Source: an optimization exercise on an open RTL-to-GDS flow (aim: small area and a short achievable clock period). Production flows keep margins and buffers that such runs may drop.
Function was checked by simulation only, so behaviour that the tests miss may differ from the original.
Power is estimated from default activity; no workload was simulated.

Design frame_gen_top, start of the top module:
module frame_gen_top (
	input  logic         sys_clk,
	input  logic         sys_rst,
	input  logic         cfg_we,
	input  frame_gen_pkg::cfg_addr_t    cfg_addr,
	input  frame_gen_pkg::cfg_word_t    cfg_wdata,
	output frame_gen_pkg::stream_beat_t tx_beat,
	output logic         tx_valid,
	input  logic         tx_ready
);
	frame_gen_pkg::frame_cfg_t  cfg;
	logic [6:0] nidx;      
	logic       fcs;       
	logic       is_last;   
	logic       xfer;      
	logic       body_adv;  
	frame_cfg_regs u_cfg_regs (
		.sys_clk   (sys_clk),
		.sys_rst   (sys_rst),
		.cfg_we    (cfg_we),
		.cfg_addr  (cfg_addr),
		.cfg_wdata (cfg_wdata),
		.cfg       (cfg)
	);
	logic       frame_start;
	logic       frame_done;
	logic       valid;      
	logic       busy;       
	logic       gap_done;
	logic [3:0] gap_cnt;
	logic [2:0] frame_cnt;
	frame_gen_pkg::frame_kind_t frame_kind;
	frame_gen_pkg::frame_kind_t next_kind;
	assign busy     = frame_start || valid || frame_done;
	assign gap_done = !busy && cfg.enable && (gap_cnt == 4'd15);
	always_ff @(posedge sys_clk) begin
		if (sys_rst) begin
			gap_cnt     <= '0;
			frame_start <= 1'b0;
		end else begin
			frame_start <= gap_done;
			if (busy || !cfg.enable || gap_done)
				gap_cnt <= '0;
			else
				gap_cnt <= gap_cnt + 1'b1;
		end
	end
	always_comb begin
		case (frame_kind)
			frame_gen_pkg::KIND_UDP: next_kind = frame_gen_pkg::KIND_ARP;
			frame_gen_pkg::KIND_ARP: next_kind = frame_gen_pkg::KIND_ICMP;
			default:  next_kind = frame_gen_pkg::KIND_UDP;
		endcase
	end
	always_ff @(posedge sys_clk) begin
		if (sys_rst) begin
			frame_kind <= frame_gen_pkg::KIND_UDP;
			frame_cnt  <= '0;
		end else if (frame_done) begin
  ...
Size in the first run: roughly 1800 cells after synthesis, ~49 I/O pins, ~0.019 mm2 of cells after synthesis.
export LEC_CHECK = 0
export CAP_MARGIN = 20
export CORE_MARGIN = 2
export CORE_UTILIZATION = 60
export SLEW_MARGIN = 20
export SYNTH_HIERARCHICAL = 1
export TNS_END_PERCENT = 0
create_clock -name core_clock -period 12.0 [get_ports {sys_clk}]
standard.sh (not shown) runs the stock make flow with config.mk's settings and CLKGATE_MAP_FILE= SYNTH_SCRIPT=/design/flow/synth_recipe.tcl, a recipe that flattens the netlist after the stock synthesis.
==> flow/flow/run.sh <==
#!/bin/bash
# Own layout flow: the standard layout (standard.sh, unchanged synthesis),
# with repair_timing asked for a larger setup margin so that it optimises the
# paths below the 12 ns constraint as well, and a flatter clock tree without
# dummy loads. flow/extra.txt holds further make variables, one per line.
# Full output of the ORFS run goes to standard.log here; ORFS also keeps each
# step's log under orfs/logs/.
set -euo pipefail
MARGIN=$(cat flow/margin.txt)
CTS="-sink_clustering_enable -repair_clock_nets -dont_use_dummy_load $(cat flow/cts.txt)"
EXTRA=()
if [[ -f flow/extra.txt ]]; then
	while IFS= read -r line; do
		[[ -n "$line" ]] && EXTRA+=("$line")
	done < flow/extra.txt
fi
bash standard.sh SETUP_SLACK_MARGIN="$MARGIN" "CTS_ARGS=$CTS" "${EXTRA[@]}" finish > standard.log 2>&1
==> flow/flow/cts.txt <==
-sink_clustering_size 30 -sink_clustering_max_diameter 100
==> flow/flow/margin.txt <==
9.0
The starting point finished with timing, DRC and antenna clean.
Rerun with:
==> flow/flow/extra.txt (new file) <==
BUFFER_PORTS_ARGS=-buffer_cell sky130_fd_sc_hd__buf_2
==> flow/flow/margin.txt (replaced) <==
8.8
After rerunning: Setup slack loses 0.027 ns; global-route usage shrinks by 0.60 points; total power drops slightly.
Rerun with:
==> flow/flow/margin.txt (replaced) <==
8.7
TNS_END_PERCENT = 20   (was 0)
removed: flow/flow/extra.txt
=> The changed run completed with no timing, DRC or antenna violations. Power goes up slightly. Utilization increases by 3.7 points. Wire length grows by a few percent. Synthesized area is unchanged. Maximum frequency goes up by a few percent. Register-to-register slack is better by 0.04 ns. Synthesized cell count is unchanged. Via count increases by a few percent.


frame_gen_top again, from the RTL that the note above started with.
clock: 12.0 ns
lec_check: 0
cap_margin: 20
core_margin: 2
core_utilization: 60
slew_margin: 20
synth_hierarchical: 1
tns_end_percent: 0
==> flow/flow/margin.txt <==
8.7
Scripts as last shown in full above: flow/flow/run.sh, flow/flow/cts.txt
The baseline completed without violations.
Edit:
==> flow/flow/extra.txt (new file) <==
BUFFER_PORTS_ARGS=-buffer_cell sky130_fd_sc_hd__buf_1
Outcome: The new run finished clean. Final cell count decreases by 0.37%. Register-to-register slack gets better by 0.02 ns. Cell area drops by about 1.6%. Combinational power shrinks by about 10%. Via count fell by 1.7%. Total power went down by about 1.6%. Die area is unchanged.
Edit:
==> flow/flow/extra.txt (replaced) <==
BUFFER_PORTS_ARGS=-buffer_cell sky130_fd_sc_hd__buf_2
==> flow/flow/margin.txt (replaced) <==
8.5
=>
- The changed run finished with timing, DRC and antenna clean
- global-route usage decreases by 0.23 points
- sequential power hardly moves
- synthesized area stays the same
- power barely changes
- combinational power stays flat
- first-iteration DRC count goes down by 8.6%
- sequential share of layout area is higher by 1.0 points
- core utilization shrinks by 1.6 points
- routed wire length shrinks by 2.0%
- clock skew rises by 0.024 ns
Edit:
--- a/flow/config.mk
+++ b/flow/config.mk
@@ -12,2 +12 @@
 export SYNTH_HIERARCHICAL = 1
-export TNS_END_PERCENT = 0
removed: flow/flow/extra.txt
Via count rises by 4.0%; utilization rises by 2.8 points; first-iteration DRC count rises by 25%; area after synthesis stays the same; total power rises by 1.4%; combinational power rises by about 20%; cell area rises by 4.4%; wire length rises by 4.6%.


## pepper
Another version of the RTL of frame_gen_top (not shown whole).
For scale: ~460 flip-flops, about 49 I/O pins, about 20000 sq um of cells after synthesis.
Settings: LEC_CHECK=0, CAP_MARGIN=20, CORE_MARGIN=2, CORE_UTILIZATION=40, SLEW_MARGIN=20; clock period 12.0 ns.
==> flow/flow/run.sh <==
#!/bin/bash
# Own layout flow: the standard layout (standard.sh, unchanged synthesis),
# with repair_timing asked for a larger setup margin so that it optimises the
# paths below the 12 ns constraint as well. Full output of the ORFS run goes to
# standard.log here; ORFS also keeps each step's log under orfs/logs/.
set -euo pipefail
MARGIN=$(cat flow/margin.txt)
bash standard.sh SETUP_SLACK_MARGIN="$MARGIN" finish > standard.log 2>&1
==> flow/flow/margin.txt <==
7.5
Here is what was changed in the inputs of fjord compared with pepper.
==> flow/run.sh (new file) <==
#!/bin/bash
# synth_recipe.tcl (not shown) runs the flow's synth.tcl, then flattens the netlist and writes it again
# the make line also repeats each setting of config.mk as NAME=value (left out here)
make -C /OpenROAD-flow-scripts/flow DESIGN_CONFIG=/design/flow/config.mk WORK_HOME=/design/flow/orfs CLKGATE_MAP_FILE= SYNTH_SCRIPT=/design/flow/synth_recipe.tcl finish
removed: flow/flow/run.sh
removed: flow/flow/margin.txt
removed: flow/standard.sh
==> comparison <==
Number of cells on the critical path (lower): fjord. Between fjord and pepper, the number of instances in the placed design figures differ only marginally. Summary — post-route clock period utilization, fjord relative to pepper: lower, by 1.7 points. The worst setup margin number comes out higher for fjord vs pepper. Share of post-route cells with drive strength above 1: fjord vs pepper — no meaningful difference. Diff pepper -> fjord: final standard cell area without fillers went down, required arrival time at the worst endpoint went down. fjord did not stop at any stage, and its layout met the timing, DRC and antenna checks.

re-timing with driven ports:
No port has a modelled driver above. Below, the same layouts with a new extraction and two added sets of constraints. Step 1 (the two cells are an assumption about what drives the block):
set clk [get_ports {sys_clk}]
set_driving_cell -lib_cell sky130_fd_sc_hd__clkbuf_16 $clk
set_driving_cell -lib_cell sky130_fd_sc_hd__buf_2 [delete_from_list [all_inputs] $clk]
Step 2, shift: input delay + t, output delay - t, t = (earliest + latest rising clock arrival at the registers) / 2. This alone moves slack from input paths to output paths. Three values: no drivers, after step 1, after step 2; two values: the first two.
run | t, ns | setup WS [ns] | worst setup path after step 2 | worst register clock-pin slew, ns | pins driven straight from the clock port
the first run of note 1 | 0.573 | 8.561 / 8.538 / 8.025 | input to register | 0.12 / 0.12 | 1
the second run of note 1 | 0.595 | 8.533 / 8.511 / 7.973 | input to register | 0.12 / 0.12 | 1
the third run of note 1 | 0.579 | 8.602 / 8.547 / 8.079 | input to register | 0.12 / 0.12 | 1
the first run of note 2 | 0.570 | 8.550 / 8.536 / 8.012 | input to register | 0.12 / 0.12 | 1
the second run of note 2 | 0.583 | 8.533 / 8.536 / 7.981 | input to register | 0.11 / 0.11 | 1
the third run of note 2 | 0.593 | 8.286 / 8.324 / 7.731 | input to register | 0.12 / 0.12 | 1
the fourth run of note 2 | 0.573 | 8.434 / 8.466 / 7.893 | input to register | 0.12 / 0.12 | 1
pepper | 0.647 | 7.776 / 7.776 / 7.398 | input to register | 0.07 / 0.07 | 1
fjord | 0.643 | 7.980 / 7.921 / 7.438 | input to register | 0.06 / 0.06 | 1
After both steps every run listed still meets setup and hold. For the second run of note 1, which loses most, drivers alone change the setup slack by -0.022 ns; drivers and shift together by -0.560 ns.
